This is an optimization exercise on Yosys and OpenROAD, whose aim is small area and a short achievable clock period, not a production implementation.
No run shown here included a check of the RTL's function; only the layout flow was run.
Power figures rest on the tool's default switching activity, not on a simulated workload.

File: flow/constraint.sdc
create_clock -name core_clock -period 5.0 [get_ports {clock}]
set_input_delay 1.0000 -clock core_clock [delete_from_list [all_inputs] [get_ports {clock}]]
set_output_delay 1.0000 -clock core_clock [all_outputs]
set_load 0.01 [all_outputs]
File: flow/run.sh
#!/bin/bash
# synth_recipe.tcl (not shown) runs the flow's synth.tcl, then flattens the netlist and writes it again
# the make line also repeats each setting of config.mk as NAME=value (left out here)
make -C /OpenROAD-flow-scripts/flow DESIGN_CONFIG=/design/flow/config.mk WORK_HOME=/design/flow/orfs CLKGATE_MAP_FILE= SYNTH_SCRIPT=/design/flow/synth_recipe.tcl finish
File: flow/config.mk
export PLATFORM = sky130hd
export DESIGN_NAME = simple_fixed
export DESIGN_NICKNAME = simple_fixed
export VERILOG_FILES = /design/flow/design.v
export SDC_FILE = /design/flow/constraint.sdc
export NUM_CORES = 4
export LEC_CHECK = 0
export ABC_AREA = 1
export CAP_MARGIN = 20
export CORE_MARGIN = 2
export CORE_UTILIZATION = 40
export SLEW_MARGIN = 20
File: flow/design.v
package fx_data_pkg;
  typedef logic [127:0] quad_t;
  typedef logic [31:0] word_t;
  typedef logic [15:0] half_t;
  typedef logic [6:0] reg_addr_t;
  typedef logic [17:0] imm_t;
  typedef logic [10:0] opcode_t;
  typedef logic [2:0] format_t;
  localparam word_t word_max = 32'h7fff_ffff;
  localparam word_t word_min = 32'h8000_0000;
  localparam half_t half_max = 16'h7fff;
  localparam half_t half_min = 16'h8000;
endpackage
package fx_isa_pkg;
  localparam logic [2:0]  fmt_rr   = 3'd0;
  localparam logic [2:0]  fmt_ri10 = 3'd4;
  localparam logic [10:0] op_ah  = 11'b00011001000;
  localparam logic [10:0] op_a   = 11'b00011000000;
  localparam logic [10:0] op_sfh = 11'b00001001000;
  localparam logic [10:0] op_sf  = 11'b00001000000;
  localparam logic [10:0] op_and  = 11'b00011000001;
  localparam logic [10:0] op_or   = 11'b00001000001;
  localparam logic [10:0] op_xor  = 11'b01001000001;
  localparam logic [10:0] op_nand = 11'b00011001001;
  localparam logic [10:0] op_ceqh = 11'b01111001000;
  localparam logic [10:0] op_ceq  = 11'b01111000000;
  localparam logic [10:0] op_cgth = 11'b01001001000;
  localparam logic [10:0] op_cgt  = 11'b01001000000;
  localparam logic [10:0] op_ahi   = 11'b000_00011101;
  localparam logic [10:0] op_ai    = 11'b000_00011100;
  localparam logic [10:0] op_sfhi  = 11'b000_00001101;
  localparam logic [10:0] op_sfi   = 11'b000_00001100;
  localparam logic [10:0] op_ceqhi = 11'b000_01111101;
  localparam logic [10:0] op_ceqi  = 11'b000_01111100;
  localparam logic [10:0] op_cgthi = 11'b000_01001101;
  localparam logic [10:0] op_cgti  = 11'b000_01001100;
  typedef enum logic [3:0] {
    op_none,
    op_add_h,
    op_add_w,
    op_sub_h,
    op_sub_w,
    op_and_q,
    op_or_q,
    op_xor_q,
    op_nand_q,
    op_ceq_h,
    op_ceq_w,
    op_cgt_h,
    op_cgt_w
  } fx_op_e;
endpackage
`timescale 1ns/1ns
import fx_isa_pkg::*;
module fx_decode (
  input  logic         reset,
  input  logic [2:0]   instr_format,
  input  logic [10:0]  op_code,
  input  logic         branch_is_taken,
  output logic         k_add,     
  output logic         k_sub,     
  output logic         k_ceq,     
  output logic         k_cgt,     
  output logic         k_and,
  output logic         k_or,
  output logic         k_xor,
  output logic         k_nand,
  output logic         negate,    
  output logic         is_half,   
  output logic         is_imm,    
  output logic         valid
);
  logic rr, ri;
  logic [7:0] hit;
  assign rr = (instr_format == fmt_rr);
  assign ri = (instr_format == fmt_ri10);
  always_comb begin
    hit = '0;
    if (rr) begin
      case (op_code)
        op_ah, op_a:     hit[0] = 1'b1;
        op_sfh, op_sf:   hit[1] = 1'b1;
        op_ceqh, op_ceq: hit[2] = 1'b1;
        op_cgth, op_cgt: hit[3] = 1'b1;
        op_and:          hit[4] = 1'b1;
        op_or:           hit[5] = 1'b1;
        op_xor:          hit[6] = 1'b1;
        op_nand:         hit[7] = 1'b1;
        default: ;
      endcase
    end else if (ri) begin
      case (op_code)
        op_ahi, op_ai:     hit[0] = 1'b1;
        op_sfhi, op_sfi:   hit[1] = 1'b1;
        op_ceqhi, op_ceqi: hit[2] = 1'b1;
        op_cgthi, op_cgti: hit[3] = 1'b1;
        default: ;
      endcase
    end
  end
  logic live;
  assign live   = ~branch_is_taken & ~reset;
  assign k_add  = hit[0] & live;
  assign k_sub  = hit[1] & live;
  assign k_ceq  = hit[2] & live;
  assign k_cgt  = hit[3] & live;
  assign k_and  = hit[4] & live;
  assign k_or   = hit[5] & live;
  assign k_xor  = hit[6] & live;
  assign k_nand = hit[7] & live;
  assign valid  = (|hit) & live;
  assign is_imm  = instr_format[2];
  assign negate  = instr_format[2] ? ~op_code[4] : ~(op_code[7] | op_code[0]);
  assign is_half = instr_format[2] ? op_code[0] : op_code[3];
endmodule
`timescale 1ns/1ns
module fx_issue_reg #(
  parameter int BW = 8
) (
  input  logic                clock,
  input  logic                reset,
  input  logic                q_ar,       
  input  logic                q_gt,       
  input  logic                q_half,
  input  logic [127:0]        q_s,
  input  logic [128/BW-1:0]   q_c,
  input  logic [7:0]          q_xm,
  input  logic [7:0]          q_ym,
  input  logic [6:0]          q_dest,
  input  logic                q_write,
  output logic [127:0]        wb_data,
  output logic [6:0]          wb_reg_addr,
  output logic                wb_enable_reg_write
);
  localparam int NB = 128 / BW;
  localparam int NH = 16 / BW;      
  logic [127:0] sum, result;
  logic [NB-1:0] cin;               
  logic [NB-1:0] allone;
  localparam int NW = 32 / BW;      
  for (genvar k = 0; k < NB; k++) begin : g_blk
    assign allone[k] = &q_s[k*BW +: BW];
  end
  for (genvar k = 0; k < NB; k++) begin : g_cin
    localparam int M = k % NW;      
    logic [NW-1:0] term;
    for (genvar j = 0; j < NW; j++) begin : g_t
      if (j < M) begin : g_on
        logic [NW-1:0] run_p;
        for (genvar i = 0; i < NW; i++) begin : g_p
          assign run_p[i] = (i > j && i < M) ? allone[k - M + i] : 1'b1;
        end
        if (j < NH && M >= NH) begin : g_cross
          assign term[j] = ~q_half & q_c[k - M + j] & (&run_p);
        end else begin : g_in
          assign term[j] = q_c[k - M + j] & (&run_p);
        end
      end else begin : g_off
        assign term[j] = 1'b0;
      end
    end
    assign cin[k] = |term;
  end
  for (genvar k = 0; k < NB; k++) begin : g_inc
    logic [BW-1:0] run;
    assign run[0] = cin[k];
    for (genvar i = 1; i < BW; i++) begin : g_run
      assign run[i] = run[i-1] & q_s[k*BW + i - 1];
    end
    assign sum[k*BW +: BW] = q_s[k*BW +: BW] ^ run;
  end
  for (genvar j = 0; j < 8; j++) begin : g_half
    logic ovf, sgn, sm;
    assign sm  = sum[16*j + 15];
    assign ovf = (q_xm[j] ~^ q_ym[j]) & (sm ^ q_xm[j]);
    assign sgn = ovf ? q_xm[j] : sm;
  end
  for (genvar j = 0; j < 8; j++) begin : g_res
    logic ovf_l, sgn_l, fill, top, rest;
    if (j % 2 == 1) begin : g_up
      assign ovf_l = g_half[j].ovf;
      assign sgn_l = g_half[j].sgn;
    end else begin : g_lo
      assign ovf_l = q_half ? g_half[j].ovf : g_half[j+1].ovf;
      assign sgn_l = q_half ? g_half[j].sgn : g_half[j+1].sgn;
    end
    assign fill = reset | q_gt | (q_ar & ovf_l);
    assign top  = ~reset & (q_gt ? sgn_l : ((j % 2 == 1) | q_half) ? sgn_l : ~sgn_l);
    assign rest = ~reset & (q_gt ? sgn_l : ~sgn_l);
    assign result[16*j +: 16] = fill ? {top, {15{rest}}} : sum[16*j +: 16];
  end
  always_ff @(posedge clock) begin
    wb_data <= result;
    if (reset) begin
      wb_reg_addr         <= '0;
      wb_enable_reg_write <= 1'b0;
    end else begin
      wb_reg_addr         <= q_dest;
      wb_enable_reg_write <= q_write;
    end
  end
endmodule
`timescale 1ns/1ns
module fx_execute #(
  parameter int BW = 8                
) (
  input  logic                k_add,
  input  logic                k_sub,
  input  logic                k_ceq,
  input  logic                k_cgt,
  input  logic                k_and,
  input  logic                k_or,
  input  logic                k_xor,
  input  logic                k_nand,
  input  logic                negate,
  input  logic                is_half,
  input  logic                is_imm,
  input  logic [127:0]        src_a,
  input  logic [127:0]        src_b,
  input  logic [9:0]          imm,
  output logic [127:0]        s_field,    
  output logic [128/BW-1:0]   s_cout,     
  output logic [7:0]          s_xm,       
  output logic [7:0]          s_ym        
);
  localparam int NB = 128 / BW;
  localparam int LV = $clog2(BW);
  logic [15:0]  imm_lo, imm_hi;
  logic [127:0] b, x, p, g, c, lg, eqf;
  logic [7:0]   eq_h;
  logic         arith;
  assign imm_lo = {{6{imm[9]}}, imm};
  assign imm_hi = is_half ? imm_lo : {16{imm[9]}};
  assign b = is_imm ? {4{imm_hi, imm_lo}} : src_b;
  assign x = src_a ^ {128{negate}};
  assign p = x ^ b;
  assign g = x & b;
  assign arith = k_add | k_sub | k_cgt;
  for (genvar k = 0; k < NB; k++) begin : g_blk
    logic cin;
    logic [BW-1:0] gg [0:LV];
    logic [BW-1:0] pp [0:LV];
    if ((k * BW) % 32 == 0) begin : g_w
      assign cin = negate;
    end else if ((k * BW) % 16 == 0) begin : g_h
      assign cin = negate & is_half;
    end else begin : g_n
      assign cin = 1'b0;
    end
    assign gg[0] = g[k*BW +: BW];
    assign pp[0] = p[k*BW +: BW];
    for (genvar l = 1; l <= LV; l++) begin : g_lv
      for (genvar i = 0; i < BW; i++) begin : g_bit
        if ((i >> (l - 1)) % 2 == 1) begin : g_op
          localparam int J = ((i >> (l - 1)) << (l - 1)) - 1;
          assign gg[l][i] = gg[l-1][i] | (pp[l-1][i] & gg[l-1][J]);
          assign pp[l][i] = pp[l-1][i] & pp[l-1][J];
        end else begin : g_cp
          assign gg[l][i] = gg[l-1][i];
          assign pp[l][i] = pp[l-1][i];
        end
      end
    end
    logic [BW:0] cc;
    assign cc = {gg[LV] | (pp[LV] & {BW{cin}}), cin};
    assign c[k*BW +: BW] = cc[BW-1:0];
    assign s_cout[k] = arith & cc[BW];
  end
  for (genvar j = 0; j < 8; j++) begin : g_half
    assign eq_h[j] = ~|p[16*j +: 16];
    assign s_xm[j] = x[16*j + 15];
    assign s_ym[j] = b[16*j + 15];
  end
  for (genvar w = 0; w < 4; w++) begin : g_word
    logic e_lo, e_hi;
    assign e_lo = is_half ? eq_h[2*w]   : (eq_h[2*w] & eq_h[2*w+1]);
    assign e_hi = is_half ? eq_h[2*w+1] : (eq_h[2*w] & eq_h[2*w+1]);
    assign eqf[32*w +: 32] = {{16{k_ceq & e_hi}}, {16{k_ceq & e_lo}}};
  end
  assign lg = ({128{k_and | k_or}} & g) | ({128{k_or | k_xor}} & p) | ({128{k_nand}} & ~g);
  assign s_field = arith ? (p ^ c) : (lg | eqf);
endmodule
`timescale 1ns/1ns
module simple_fixed (
  input  logic                   clock,
  input  logic                   reset,
  input  logic [2:0]             instr_format,
  input  logic [10:0]            op_code,
  input  logic [6:0]             dest_reg_addr,
  input  logic [127:0]           src_reg_a,
  input  logic [127:0]           src_reg_b,
  input  logic [17:0]            imm_value,
  input  logic                   enable_reg_write,
  input  logic                   branch_is_taken,
  output logic [127:0]           wb_data,
  output logic [6:0]             wb_reg_addr,
  output logic                   wb_enable_reg_write
);
  localparam int BW = 8;
  localparam int NB = 128 / BW;
  logic k_add, k_sub, k_ceq, k_cgt, k_and, k_or, k_xor, k_nand;
  logic negate, is_half, is_imm, valid;
  fx_decode i_decode (
    .reset           (reset),
    .instr_format    (instr_format),
    .op_code         (op_code),
    .branch_is_taken (branch_is_taken),
    .k_add (k_add), .k_sub (k_sub), .k_ceq (k_ceq), .k_cgt (k_cgt),
    .k_and (k_and), .k_or (k_or), .k_xor (k_xor), .k_nand (k_nand),
    .negate (negate), .is_half (is_half), .is_imm (is_imm), .valid (valid)
  );
  logic [127:0]  s_field;
  logic [NB-1:0] s_cout;
  logic [7:0]    s_xm, s_ym;
  fx_execute #(.BW (BW)) i_execute (
    .k_add (k_add), .k_sub (k_sub), .k_ceq (k_ceq), .k_cgt (k_cgt),
    .k_and (k_and), .k_or (k_or), .k_xor (k_xor), .k_nand (k_nand),
    .negate (negate), .is_half (is_half), .is_imm (is_imm),
    .src_a (src_reg_a), .src_b (src_reg_b), .imm (imm_value[9:0]),
    .s_field (s_field), .s_cout (s_cout), .s_xm (s_xm), .s_ym (s_ym)
  );
  logic          q_ar, q_gt, q_half, q_write;
  logic [127:0]  q_s;
  logic [NB-1:0] q_c;
  logic [7:0]    q_xm, q_ym;
  logic [6:0]    q_dest;
  always_ff @(posedge clock) begin
    q_ar    <= k_add | k_sub;
    q_gt    <= k_cgt;
    q_half  <= is_half;
    q_s     <= s_field;
    q_c     <= s_cout;
    q_xm    <= s_xm;
    q_ym    <= s_ym;
    q_dest  <= valid ? dest_reg_addr : 7'd0;
    q_write <= valid & enable_reg_write;
  end
  fx_issue_reg #(.BW (BW)) i_wb (
    .clock (clock), .reset (reset),
    .q_ar (q_ar), .q_gt (q_gt), .q_half (q_half),
    .q_s (q_s), .q_c (q_c), .q_xm (q_xm), .q_ym (q_ym),
    .q_dest (q_dest), .q_write (q_write),
    .wb_data (wb_data), .wb_reg_addr (wb_reg_addr), .wb_enable_reg_write (wb_enable_reg_write)
  );
endmodule
==> results of run 1 <==
==> worst max-delay path by stage <==
stage	startpoint	end	slack, ns	cells past startpoint
global placement	op_code[0]	q_s[50]$_DFF_P_	0.35	15
detailed placement	op_code[0]	q_s[116]$_DFF_P_	0.31	17
finish	q_s[40]$_DFF_P_	i_wb.wb_data[43]$_DFF_P_	0.47	22
floorplan	instr_format[2]	q_s[76]$_DFF_P_	1.16	18
global route	q_s[40]$_DFF_P_	i_wb.wb_data[43]$_DFF_P_	0.21	22
CTS	q_s[40]$_DFF_P_	i_wb.wb_data[43]$_DFF_P_	0.59	22
==> logic make-up (layout without fill, tap and decap cells) <==
| kind of cell | after synthesis | in the layout |
|---|---|---|
| AND/OR/NAND/NOR | 1985 | 1985 |
| buffers and inverters | 602 | 1009 |
| AO/OA/AOI/OAI | 303 | 303 |
| flip-flops | 303 | 303 |
| adder cells (fa/ha/maj) | 240 | 240 |
| XOR/XNOR | 170 | 170 |
| multiplexers | 4 | 4 |
| other | 0 | 12 |
==> per-layer routing <==
metal	global-route usage [%]	vias to the layer above	share of wire, %
met5	0	-	0.095
met4	10.6	12	3.2
met3	5.78	154	8.0
met2	47.5	949	45
met1	38.9	11000	43
li1	-	12100	-
==> through the flow <==
step	setup slack [ns]	utilization, %	total power, uW
finish	0.473	52.1	8410
global route	0.208	52.1	8910
global placement	0.352	49.8	5520
detailed placement	0.310	49.8	5530
CTS	0.592	52.0	8450
floorplan	1.16	-	4510
==> cells in the mapped netlist (2+ instances only) <==
cell / n
or2_2: 10
nand2_1: 990
nand4_1: 42
a21oi_1: 170
xnor2_1: 22
nand3b_1: 3
or2_0: 2
buf_1: 9
o21ai_1: 2
a21o_1: 4
mux2_2: 4
clkbuf_1: 75
o21ai_0: 117
nand3_1: 429
ha_1: 212
nor2_1: 484
buf_2: 59
nor3_1: 16
xor2_1: 148
buf_4: 5
a22oi_1: 5
nand2_2: 2
o22ai_1: 2
dfxtp_1: 303
inv_1: 451
nor2_2: 4
inv_2: 3
fa_1: 28
==> cells in the final DEF (no fill, tap or decap), types with 2 or more instances in the layout <==
| master | synthesis | routed |
|---|---|---|
| buf_4 | 5 | 56 |
| clkinv_2 | 0 | 5 |
| inv_2 | 3 | 2 |
| nor2_1 | 484 | 481 |
| diode_2 | 0 | 12 |
| clkdlybuf4s50_1 | 0 | 425 |
| clkinvlp_4 | 0 | 4 |
| xnor2_1 | 22 | 22 |
| o22ai_1 | 2 | 2 |
| xor2_1 | 148 | 148 |
| nand3b_1 | 3 | 3 |
| nand2_4 | 0 | 2 |
| a22oi_1 | 5 | 5 |
| clkbuf_8 | 0 | 3 |
| nor3_1 | 16 | 16 |
| clkinv_4 | 0 | 2 |
| nand4_1 | 42 | 42 |
| nand3_4 | 0 | 2 |
| a21o_1 | 4 | 4 |
| mux2_2 | 4 | 4 |
| nor2_4 | 1 | 3 |
| bufinv_16 | 0 | 5 |
| ha_1 | 212 | 212 |
| clkbuf_1 | 75 | 6 |
| nand2_1 | 990 | 987 |
| or2_2 | 10 | 10 |
| dfxtp_1 | 303 | 303 |
| or2_0 | 2 | 2 |
| inv_1 | 451 | 451 |
| buf_12 | 0 | 9 |
| fa_1 | 28 | 28 |
| clkbuf_16 | 0 | 39 |
| nor2_2 | 4 | 5 |
| nand2_2 | 2 | 3 |
| a21oi_1 | 170 | 170 |
| nand3_1 | 429 | 428 |
| inv_6 | 0 | 2 |
| o21ai_0 | 117 | 117 |
| o21ai_1 | 2 | 2 |
==> power by group <==
part,internal (uW),leakage [uW],switching (uW)
clock network,1730,0.000614,1160
logic,1180,0.0128,1600
registers,2640,0.00251,95.3
==> registers in the layout (all words and copies together), names as in the netlist <==
signal,flops
i_wb.wb_data,128
i_wb.wb_enable_reg_write,1
i_wb.wb_reg_addr,7
q_ar,1
q_c,12
q_dest,7
q_gt,1
q_half,1
q_s,128
q_write,1
q_xm,8
q_ym,8
==> worst register-to-register path: cells and delay by family (launching register included) <==
kind	cells	cell delay [ns]
DFF	1	0.33
adders and majority gates	7	1.42
AOI/OAI and AO/OA	2	0.41
and+or+nand+nor	12	1.94
xor gates and xnor gates	1	0.26
==> area by class of cell <==
class                           instances  share of cell area [%]
Clock inverter                         17                   0.799
Tap cell                              756                    3.21
Sequential cell                       303                    20.6
Antenna cell                           12                   0.102
Timing Repair Buffer                  490                    16.5
Inverter                              454                    5.80
Clock buffer                           48                    3.53
Multi-Input combinational cell       2702                    49.4
==> reports/results.txt, run 1 <==
For this design, the CTS-stage hold fixing added 0 buffers. Measured along the y axis, the die boundary spans 243 um. The net total in the final layout came out at 4527. Initial antenna violation count: 19.

In this run, CTS created clock tree buffers numbering 37. The first-pass iteration count of the detailed router is 5, and the die area is 0.0592 mm2. On the final layout, the worst clock skew is 0.0211 ns.

The first global-routing pass estimated 134000 um of wire. Power spread over the standard cell area amounts to 286 mW/mm2. The primary flip-flop cell chosen by synthesis mapping is dfxtp_1.

The final cycle utilization of the critical path was 90.5%. After global routing the overflow that remains totals 0. Setup repair after global routing left no endpoint under its margin. The worst hold-check path type is reg2reg. The launch instance of the worst register-to-register path is q_s[40]$_DFF_P_.

The synthesized design contains 0 enable-type register cells. The number of buffers and inverters on the critical path is 0. Global routing used 29.4% of the available tracks across all layers. In this run the count of I/O pins placed on the die edge is 435. Clock tree root buffer cell: clkbuf_16. Walking the worst path, the cells encountered are nand4_1, nor3_1, nor2_1, nor2_1, a21o_1, ha_1, ha_1, ha_1, ha_1, ha_1, ha_1, ha_1, xnor2_1, o21ai_0, nand2_1, nand2_1, nand2_1, nand2_1, nand2_1, nor2_1, nand2_1, nand2_1. The worst hold path begins at q_dest[6]$_SDFF_PN0_.

Relative to the synthesized area, the layout overhead comes to 28.5%. The clock sink count came out at 303. The analysis attributes to cell leakage a power of 0.0159 uW. IR analysis of the VDD net gives a maximum drop of 202 uV. By startpoint and endpoint, the worst setup path is classified as reg2reg. Adding up every negative setup slack in the final design gives 0 ns. The number of max-slew violations in the final report was 0; the delay contributed by the slowest stage of the critical path was 0.43 ns.

Wires add up to 89300 um. The Yosys step of the flow raised 36 warnings. The worst hold path stage count was 2; the placed standard-cell area was 0.0281 mm2. Broken down by cell family, the worst path's largest delay share belongs to simple AND/OR/NAND/NOR gates. The finished cells cover 0.0294 mm2.

The reg-to-reg setup timing slack came out at 0.47 ns. The via count of the first global-routing pass is 22600, and the net count after synthesis is 4146. The tools report the pin count of the biggest net entering global routing as 109.

The proportion of register bits with asynchronous set or reset after synthesis is 0%, and the area share of the leading cell type in the synthesized netlist is 26.5%. Setup violations remaining at the end of the flow were counted as 0. The tools report the area of the multi-input gates as 0.0145 mm2.

The half-perimeter wire length of the detailed placement result is 66400 um, and the average size of a mapped cell is 6.35 um2. Main combinational cell family by area after synthesis: simple AND/OR/NAND/NOR gates. The run finished with no timing, DRC or antenna violations.

The detailed-route vias per instance came out at 5.08. TritonCTS built the clock tree. The initial utilization of the core area, before any placement, comes to 40.5%. Summing every instance area after synthesis gives 0.0229 mm2. Clock-pin slew reported for the worst setup and hold paths after clock tree synthesis: 0.06 ns.

The core region is 0.0565 mm2. The number of routed nets with antenna violations is 0, and the maximum net fanout on the critical path is 15. The critical path data arrival time was 4.93 ns. After detailed routing, the average wire length per cell comes to 18.7 um.

The sequential area share after synthesis came out at 26.5%. At the end of routability-driven placement, the weighted congestion stood at 0.926. The final route contains 24300 vias. The worst hold path terminates at i_wb.wb_reg_addr[6]$_SDFF_PP0_. The clock passes through at most 3 buffers. The run gives 4705 as the placed instance count. Across the run, the number of max-cap violations was 0.

The run gives 0 as the final number of hold-violating endpoints. The highest-delay cell along the critical path is nand2_1. The clock reaches the later pin of the worst-skew pair after 0.57 ns. STA classifies the critical path endpoint as a flop. The synthesized netlist cell count was 3607. The post-synthesis mux area share works out to 0.197%. The netlist uses 34 different library cells. The area share of and/or/nand/nor cells after synthesis is 35.7%, and the synthesized flop and latch total is 303. Area used by sequential logic in the layout: 0.00607 mm2. After Yosys synthesis, XOR and XNOR cells account for 6.50% of the synthesized area. For this block, the initial DRC count from the detailed router was 1932. The count of unresolved DRC violations after routing was 0. In this run the critical register-to-register path is captured at i_wb.wb_data[43]$_DFF_P_. The transition time of the tightest slew-check pin was 1.03 ns; the post-route minimum period was 4.53 ns.

STA classifies the critical path startpoint as a flop. The count of cells in the finished layout, fillers not included, comes to 4782. The tools report the number of levels in the clock H-tree as 2.

The run gives 5.40 ns as the data required time at the worst endpoint. In this run the core area contains 87 standard-cell rows. The cell type with the highest aggregate area in the netlist was dfxtp_1.

The fraction of the mapped netlist area in compound gates is 6.77%. After synthesis, the cell types taking the most area are dfxtp_1 26%, nand2_1 16%, ha_1 12%, nand3_1 9.4%, nor2_1 7.9%. Measured along the x axis, the die boundary spans 243 um. The final hold slack was 0.399 ns.

For the normalized max-slew margin, the log shows 31.5%. The cell count of the worst reg-to-reg path is 22, and the post-CTS setup buffer count is 0. The adder and majority gate portion of the synthesized area was 14.0%; the maximum frequency from static timing analysis was 221 MHz. During placement, the flow inserted port buffers numbering 426. Gates resized during post-CTS repair numbered 0. After filler insertion, the fill cell instance count of the layout stands at 5720. The fraction of layout cells with a size suffix above 1 was 3.94%.
==> run 2, diff against run 1 <==
--- a/flow/design.v
+++ b/flow/design.v
@@ -110,7 +110,8 @@
   assign k_nand = hit[7] & live;
   assign valid  = (|hit) & live;
   assign is_imm  = instr_format[2];
-  assign negate  = instr_format[2] ? ~op_code[4] : ~(op_code[7] | op_code[0]);
+  assign negate  = instr_format[2] ? (~op_code[4] | op_code[5]) :
+                                     (~op_code[0] & (~op_code[7] | op_code[8]));
   assign is_half = instr_format[2] ? op_code[0] : op_code[3];
 endmodule
 `timescale 1ns/1ns
@@ -121,6 +122,7 @@
   input  logic                reset,
   input  logic                q_ar,       
   input  logic                q_gt,       
+  input  logic                q_eq,       
   input  logic                q_half,
   input  logic [127:0]        q_s,
   input  logic [128/BW-1:0]   q_c,
@@ -128,13 +130,16 @@
   input  logic [7:0]          q_ym,
   input  logic [6:0]          q_dest,
   input  logic                q_write,
-  output logic [127:0]        wb_data,
+  output logic [127:0]        r_sum,      
+  output logic [7:0]          r_pass,     
+  output logic [7:0]          r_top,      
+  output logic [7:0]          r_rest,     
   output logic [6:0]          wb_reg_addr,
   output logic                wb_enable_reg_write
 );
   localparam int NB = 128 / BW;
   localparam int NH = 16 / BW;      
-  logic [127:0] sum, result;
+  logic [127:0] sum;
   logic [NB-1:0] cin;               
   logic [NB-1:0] allone;
   localparam int NW = 32 / BW;      
@@ -162,39 +167,50 @@
     assign cin[k] = |term;
   end
   for (genvar k = 0; k < NB; k++) begin : g_inc
-    logic [BW-1:0] run;
-    assign run[0] = cin[k];
+    logic [BW-1:0] flip;
+    assign flip[0] = cin[k];
     for (genvar i = 1; i < BW; i++) begin : g_run
-      assign run[i] = run[i-1] & q_s[k*BW + i - 1];
+      assign flip[i] = cin[k] & (&q_s[k*BW +: i]);
     end
-    assign sum[k*BW +: BW] = q_s[k*BW +: BW] ^ run;
+    assign sum[k*BW +: BW] = q_s[k*BW +: BW] ^ flip;
   end
   for (genvar j = 0; j < 8; j++) begin : g_half
-    logic ovf, sgn, sm;
+    logic ovf, sgn, sm, zero;
     assign sm  = sum[16*j + 15];
     assign ovf = (q_xm[j] ~^ q_ym[j]) & (sm ^ q_xm[j]);
     assign sgn = ovf ? q_xm[j] : sm;
+    assign zero = ~|sum[16*j +: 16];
   end
+  logic [7:0] pass, top, rest;
   for (genvar j = 0; j < 8; j++) begin : g_res
-    logic ovf_l, sgn_l, fill, top, rest;
+    logic ovf_l, sgn_l, eq_l, fill;
     if (j % 2 == 1) begin : g_up
       assign ovf_l = g_half[j].ovf;
       assign sgn_l = g_half[j].sgn;
+      assign eq_l  = g_half[j].zero & (q_half | g_half[j-1].zero);
     end else begin : g_lo
       assign ovf_l = q_half ? g_half[j].ovf : g_half[j+1].ovf;
       assign sgn_l = q_half ? g_half[j].sgn : g_half[j+1].sgn;
+      assign eq_l  = g_half[j].zero & (q_half | g_half[j+1].zero);
     end
-    assign fill = reset | q_gt | (q_ar & ovf_l);
-    assign top  = ~reset & (q_gt ? sgn_l : ((j % 2 == 1) | q_half) ? sgn_l : ~sgn_l);
-    assign rest = ~reset & (q_gt ? sgn_l : ~sgn_l);
-    assign result[16*j +: 16] = fill ? {top, {15{rest}}} : sum[16*j +: 16];
+    assign fill    = q_gt | q_eq | (q_ar & ovf_l);
+    assign pass[j] = ~fill;
+    assign top[j]  = q_gt ? sgn_l : q_eq ? eq_l :
+                     q_ar & ovf_l & (((j % 2 == 1) | q_half) ? sgn_l : ~sgn_l);
+    assign rest[j] = q_gt ? sgn_l : q_eq ? eq_l : q_ar & ovf_l & ~sgn_l;
   end
   always_ff @(posedge clock) begin
-    wb_data <= result;
+    r_sum <= sum;
     if (reset) begin
+      r_pass              <= '0;
+      r_top               <= '0;
+      r_rest              <= '0;
       wb_reg_addr         <= '0;
       wb_enable_reg_write <= 1'b0;
     end else begin
+      r_pass              <= pass;
+      r_top               <= top;
+      r_rest              <= rest;
       wb_reg_addr         <= q_dest;
       wb_enable_reg_write <= q_write;
     end
@@ -226,8 +242,7 @@
   localparam int NB = 128 / BW;
   localparam int LV = $clog2(BW);
   logic [15:0]  imm_lo, imm_hi;
-  logic [127:0] b, x, p, g, c, lg, eqf;
-  logic [7:0]   eq_h;
+  logic [127:0] b, x, p, g, c, lg;
   logic         arith;
   assign imm_lo = {{6{imm[9]}}, imm};
   assign imm_hi = is_half ? imm_lo : {16{imm[9]}};
@@ -235,7 +250,7 @@
   assign x = src_a ^ {128{negate}};
   assign p = x ^ b;
   assign g = x & b;
-  assign arith = k_add | k_sub | k_cgt;
+  assign arith = k_add | k_sub | k_cgt | k_ceq;
   for (genvar k = 0; k < NB; k++) begin : g_blk
     logic cin;
     logic [BW-1:0] gg [0:LV];
@@ -267,18 +282,11 @@
     assign s_cout[k] = arith & cc[BW];
   end
   for (genvar j = 0; j < 8; j++) begin : g_half
-    assign eq_h[j] = ~|p[16*j +: 16];
     assign s_xm[j] = x[16*j + 15];
     assign s_ym[j] = b[16*j + 15];
   end
-  for (genvar w = 0; w < 4; w++) begin : g_word
-    logic e_lo, e_hi;
-    assign e_lo = is_half ? eq_h[2*w]   : (eq_h[2*w] & eq_h[2*w+1]);
-    assign e_hi = is_half ? eq_h[2*w+1] : (eq_h[2*w] & eq_h[2*w+1]);
-    assign eqf[32*w +: 32] = {{16{k_ceq & e_hi}}, {16{k_ceq & e_lo}}};
-  end
   assign lg = ({128{k_and | k_or}} & g) | ({128{k_or | k_xor}} & p) | ({128{k_nand}} & ~g);
-  assign s_field = arith ? (p ^ c) : (lg | eqf);
+  assign s_field = arith ? (p ^ c) : lg;
 endmodule
 `timescale 1ns/1ns
 module simple_fixed (
@@ -319,7 +327,7 @@
     .src_a (src_reg_a), .src_b (src_reg_b), .imm (imm_value[9:0]),
     .s_field (s_field), .s_cout (s_cout), .s_xm (s_xm), .s_ym (s_ym)
   );
-  logic          q_ar, q_gt, q_half, q_write;
+  logic          q_ar, q_gt, q_eq, q_half, q_write;
   logic [127:0]  q_s;
   logic [NB-1:0] q_c;
   logic [7:0]    q_xm, q_ym;
@@ -327,6 +335,7 @@
   always_ff @(posedge clock) begin
     q_ar    <= k_add | k_sub;
     q_gt    <= k_cgt;
+    q_eq    <= k_ceq;
     q_half  <= is_half;
     q_s     <= s_field;
     q_c     <= s_cout;
@@ -335,11 +344,18 @@
     q_dest  <= valid ? dest_reg_addr : 7'd0;
     q_write <= valid & enable_reg_write;
   end
+  logic [127:0] r_sum;
+  logic [7:0]   r_pass, r_top, r_rest;
   fx_issue_reg #(.BW (BW)) i_wb (
     .clock (clock), .reset (reset),
-    .q_ar (q_ar), .q_gt (q_gt), .q_half (q_half),
+    .q_ar (q_ar), .q_gt (q_gt), .q_eq (q_eq), .q_half (q_half),
     .q_s (q_s), .q_c (q_c), .q_xm (q_xm), .q_ym (q_ym),
     .q_dest (q_dest), .q_write (q_write),
-    .wb_data (wb_data), .wb_reg_addr (wb_reg_addr), .wb_enable_reg_write (wb_enable_reg_write)
+    .r_sum (r_sum), .r_pass (r_pass), .r_top (r_top), .r_rest (r_rest),
+    .wb_reg_addr (wb_reg_addr), .wb_enable_reg_write (wb_enable_reg_write)
   );
+  for (genvar j = 0; j < 8; j++) begin : g_out
+    assign wb_data[16*j +: 16] = ({16{r_pass[j]}} & r_sum[16*j +: 16]) |
+                                 {r_top[j], {15{r_rest[j]}}};
+  end
 endmodule
==> flow/flow/run.sh (new file) <==
#!/bin/bash
# The standard layout (standard.sh, unchanged synthesis and steps), except that the port
# buffers are the smallest buffer cell instead of the one buffer_ports picks by default.
# ORFS writes each step's log under orfs/logs/; make's own output goes to make_finish.log.
set -euo pipefail
cd "$(dirname "$0")/.."
bash standard.sh "BUFFER_PORTS_ARGS=-buffer_cell sky130_fd_sc_hd__buf_1" finish > make_finish.log 2>&1
==> flow/standard.sh (new file) <==
#!/bin/bash
# synth_recipe.tcl (not shown) runs the flow's synth.tcl, then flattens the netlist and writes it again
# the make line also repeats each setting of config.mk as NAME=value (left out here)
make -C /OpenROAD-flow-scripts/flow DESIGN_CONFIG=/design/flow/config.mk WORK_HOME=/design/flow/orfs CLKGATE_MAP_FILE= SYNTH_SCRIPT=/design/flow/synth_recipe.tcl "${@:-finish}"
--- a/flow/config.mk
+++ b/flow/config.mk
@@ -9,4 +9,5 @@
 export CAP_MARGIN = 20
 export CORE_MARGIN = 2
 export CORE_UTILIZATION = 40
+export CTS_BUF_LIST = sky130_fd_sc_hd__clkbuf_4 sky130_fd_sc_hd__clkbuf_8
 export SLEW_MARGIN = 20
removed: flow/run.sh
==> run 2 against run 1 <==
Die area fell by 4.0%. Non-clock buffer count fell by 18. Sequential share of layout area rose by 5.1 points. Register-to-register slack improved by 1.1 ns. Worst hold slack got worse by 0.067 ns. Area after synthesis fell by 4.0%. Sequential power fell by 2%. Maximum frequency rose by 22%. Critical path depth fell by 5. Clock power fell by 6%. Critical path type is now in2reg. Critical endpoint is now q_s[127]$_DFF_P_.
==> reports/results.txt, run 2 <==
The run finished with no timing, DRC or antenna violations. The wire-length estimate of the detail-placed layout is 59400 um. The tools report the post-cts resize count as 0. Each instance of the synthesized netlist takes up on average 6.70 um2. In this run, post-CTS hold repair placed 0 buffers.

The synthesized netlist contains 44 unique library cells. The largest total area in the synthesized netlist belongs to dfxtp_1. The run gives 0 as the final number of hold-violating endpoints. The clock sink count is 328. The clock share of power was 38.2%. The maximum vdd drop was 153 uV.

The net count after synthesis was 3749. For this run the aggregate overflow at the end of global routing stands at 0. In this run the cell area of the synthesized design comes to 0.0220 mm2.

In this design, the stage delay of the slowest critical-path cell is 0.42 ns. STA puts the critical path data arrival time at 4.23 ns. The logs give 0 for the number of max-slew violations in the final report and 36 for the count of warnings emitted by yosys. The area added between synthesis and finish was 16.4%; the clock latency on the worst-skew pair was 0.67 ns.

The total detailed-routing wirelength came out at 77700 um. In this run the number of H-tree levels came out at 2. The leakage power was 0.0136 uW; the placed instance count was 4310.

The tools report the placed standard-cell area as 0.0243 mm2. Core region area: 0.0540 mm2. Of all flip-flops after synthesis, the portion carrying an async set or reset was 0%.

TritonCTS built the clock tree. The largest registers in the layout are i_wb.r_sum: 128 flops, q_s: 128 flops, q_c: 12 flops. Of the total power, the share spent switching nets is 31.8%.

In this run, synthesis inferred 0 flip-flops with an integrated enable. The run gives 0 ns as the final-layout setup total negative slack. Wire segments on met2 add up to 34300 um in the final route.

Max-cap violations in this run came to 0. The non-filler instance count after layout was 4417. The highest layer touched by signal routing is met5.

The post-route minimum period works out to 3.70 ns. After synthesis, flip-flops and latches occupy 29.9% of the total area. The pin count of the biggest net entering global routing was 92; the placement row count was 85.

Power share of the sequential group: 37.5%. Area of the multi-input gates: 0.0131 mm2. Most instantiated library cell after synthesis: nand2_1. The normalized max-slew margin was 29.5%; the internal portion of total power was 4890 uW.

Together, buffers and inverters on the worst path number 4. Among all flip-flop cells after synthesis, the most frequent one is dfxtp_1. The detailed router put a total of 35900 um of wire on met1.

The count of unresolved DRC violations after routing was 0; the area of all placed cells without fillers was 0.0256 mm2. The average wire per standard cell works out to 17.6 um. In the detailed route, the total length drawn on met3 is 5440 um.

In the layout the commonest cells are 953 x nand2_1, 424 x buf_1, 402 x inv_1. The floorplan step defined a die boundary enclosing 0.0568 mm2. Setup repair after global routing left no endpoint under its margin. The maximum buffer depth of the clock tree is 3, and the clock-pin slew reported for the worst setup and hold paths after clock tree synthesis is 0.06 ns. Detailed-route vias per instance: 4.93.

The overall global routing resource usage is 27.1%, and the detailed router's first-iteration violation count is 1362. The number of routed nets with antenna violations was 0. The synthesized flop and latch total works out to 328. The tools report the post-CTS setup buffer count as 0.

The library cell appearing most often on the critical path is a21oi_1. The die width is 238 um. For the worst setup path, the data required time is 5.53 ns. After the last flow step, the layout net total stands at 4140.

The final cycle utilization of the critical path was 74.0%. The fraction of layout cells with a size suffix above 1 came out at 7.72%. The highest-delay cell along the critical path was fa_1.

The via count of the first global-routing pass came out at 20400. Combinational cells account for 24.3% of the total power. Classification of the worst setup path: in2reg.

The kind of start point of the critical path was a primary input. Summed over all nets, the switching power comes to 2280 uW. Power spread over the standard cell area amounts to 280 mW/mm2.

At the pin with the least slew margin, the transition time is 1.05 ns. The worst clock skew is 0.0453 ns. The tree is rooted in a clkbuf_8.

Maximum frequency from static timing analysis: 270 MHz. The cell class contributing the biggest share of worst-path delay was compound AO/OA/AOI/OAI gates. For the number of top-level design ports, the log shows 435. STA classifies the critical path endpoint as a flop. The synthesized netlist cell count is 3282, and the initial antenna violation count is 7. By area the synthesized netlist is led by dfxtp_1 30%, nand2_1 16%, ha_1 8.0%, inv_1 6.9%, xor2_1 6.7%.

The worst hold-check path type is reg2reg. The first-pass GRT wire length is 117000 um, and the area used by sequential logic in the layout is 0.00657 mm2. Setup violations remaining at the end of the flow were counted as 0. Of all nets on the critical path, the largest fanout is 24. Leaving out fill and tap cells, the most frequent cell in the layout is nand2_1. Summing over every cut layer, the via total after detailed routing is 21800. Counting the buffers created by CTS gives 57. The critical path goes through buf_1, inv_1, o21ai_1, nand2_8, buf_12, xor2_1, ha_1, fa_1, a21oi_1, o21ai_0, a21oi_1, o21ai_0, a21oi_1, xor2_1, nand2_1, o31ai_1, inv_2.

The area share of the leading cell type in the synthesized netlist was 29.9%; the final RePlAce weighted congestion was 0.914. The count of buffers inserted at the top-level ports came out at 426. After filler insertion, the fill cell instance count of the layout stands at 5692. First-pass iteration count of the detailed router: 6. Measured along the y axis, the die boundary spans 238 um.

Once the floorplan was initialized, standard cells occupied 40.7% of the core. In the synthesized netlist, the cells that appear most often are 957 x nand2_1, 403 x inv_1, 375 x nor2_1.
run 2: changes by cell type in the layout (fill, tap and decap cells not counted), moves of 69 or more:
cell             change
ha_1                -72
nor2_1             -106
nand3_1            -304
o31ai_1             +83
a21oi_1             -98
buf_1              +424
o22ai_1             +71
clkdlybuf4s50_1    -425
clkbuf_8            +69
run 2: layout make-up:
cell class,count,area share (%)
antenna,4,0.0391
clock buffer,82,4.17
clock inverter,21,0.851
inverter,469,6.88
multi-input combinational,2345,51.0
sequential,328,25.7
tap,696,3.40
timing repair buffer,472,7.96
run 2: layer usage:
metal / vias to the layer above / GRT usage, %
met3: 117 / 4.21
li1: 11200 / -
met5: - / 0
met1: 9760 / 37.5
met4: 4 / 7.37
met2: 738 / 43.8
run 2: worst register-to-register path, cell delays in order, from the launching register on:
cell     delay, ns
dfxtp_1       0.31
inv_1         0.53
buf_4         0.34
nand2_1       0.07
nand2_1       0.31
nand2_1       0.16
nand2_4       0.14
ha_1          0.27
nor2_1        0.10
nand2_1       0.06
nor2_1        0.10
nand3_1       0.08
nor2_1        0.12
nand3_1       0.07
nor2_1        0.21
nand2_1       0.09
nand2_1       0.07
nand2_1       0.06
nand2_1       0.06
nand2_1       0.04
a21oi_1       0.15
run 2: cells by family after synthesis:
logic type	count (synthesis)	synth area share, %
adders and majority gates	168	10.5
AOI/OAI and AO/OA	403	11.6
DFF	328	29.9
and+or+nand+nor	1576	29.2
buffers and inverters	609	10.9
xor gates and xnor gates	198	7.89
run 2: path summary, 6_finish.rpt:
kind | end | slack (ns) | cells after the start | start
max | q_s[127]$_DFF_P_ | 1.30 | 17 | op_code[4]
min | i_wb.r_sum[67]$_DFF_P_ | 0.33 | 0 | q_s[67]$_DFF_P_
max reg2reg | i_wb.r_top[0]$_SDFF_PP0_ | 1.57 | 20 | q_half$_DFF_P_
min reg2reg | i_wb.r_sum[67]$_DFF_P_ | 0.33 | 0 | q_s[67]$_DFF_P_
run 2: power groups by stage:
stage / clock (uW) / combinational, uW / sequential (uW)
finish: 2730 / 1740 / 2690
floorplan: 0 / 1240 / 2730
detailed placement: 0 / 1720 / 2750
global route: 2920 / 1980 / 2700
CTS: 2790 / 1730 / 2690
global placement: 0 / 1710 / 2750
run 2: metrics by stage:
stage,setup WS (ns),utilization (%),hold WS [ns],power (uW)
floorplan,1.13,-,0.323,3960
global placement,0.746,45.0,0.330,4460
detailed placement,0.677,45.0,0.330,4470
CTS,1.35,47.3,0.335,7220
global route,1.09,47.3,0.324,7590
finish,1.30,47.3,0.332,7170

what the ideal ports hide:
The results above use ideal ports. As a check the final layouts listed here were re-extracted and re-timed, cells and wires unchanged. Step 1: set_driving_cell puts a clkbuf_16 on clock and a buf_2 on each other input, an assumption about the parent block. Step 2 times the ports against the registers' clock, not the clock port: input delays grow and output delays shrink by t, the midpoint of the rising clock arrivals with the driver on. Slacks: no drivers / after step 1 / after step 2; pairs: no drivers / after step 1.
| run | t (ns) | setup WS [ns] | worst setup path after step 2 | worst slew at a driven data input, ns |
|---|---|---|---|---|
| run 1 | 0.622 | 0.473 / 0.473 / 0.152 | input to register | 0.13 |
| run 2 | 0.703 | 1.299 / 1.278 / 0.576 | input to register | 0.21 |
After both steps setup and hold are still met in every run listed. For run 2, which loses most, drivers alone change the setup slack by -0.021 ns; drivers and shift together by -0.723 ns.
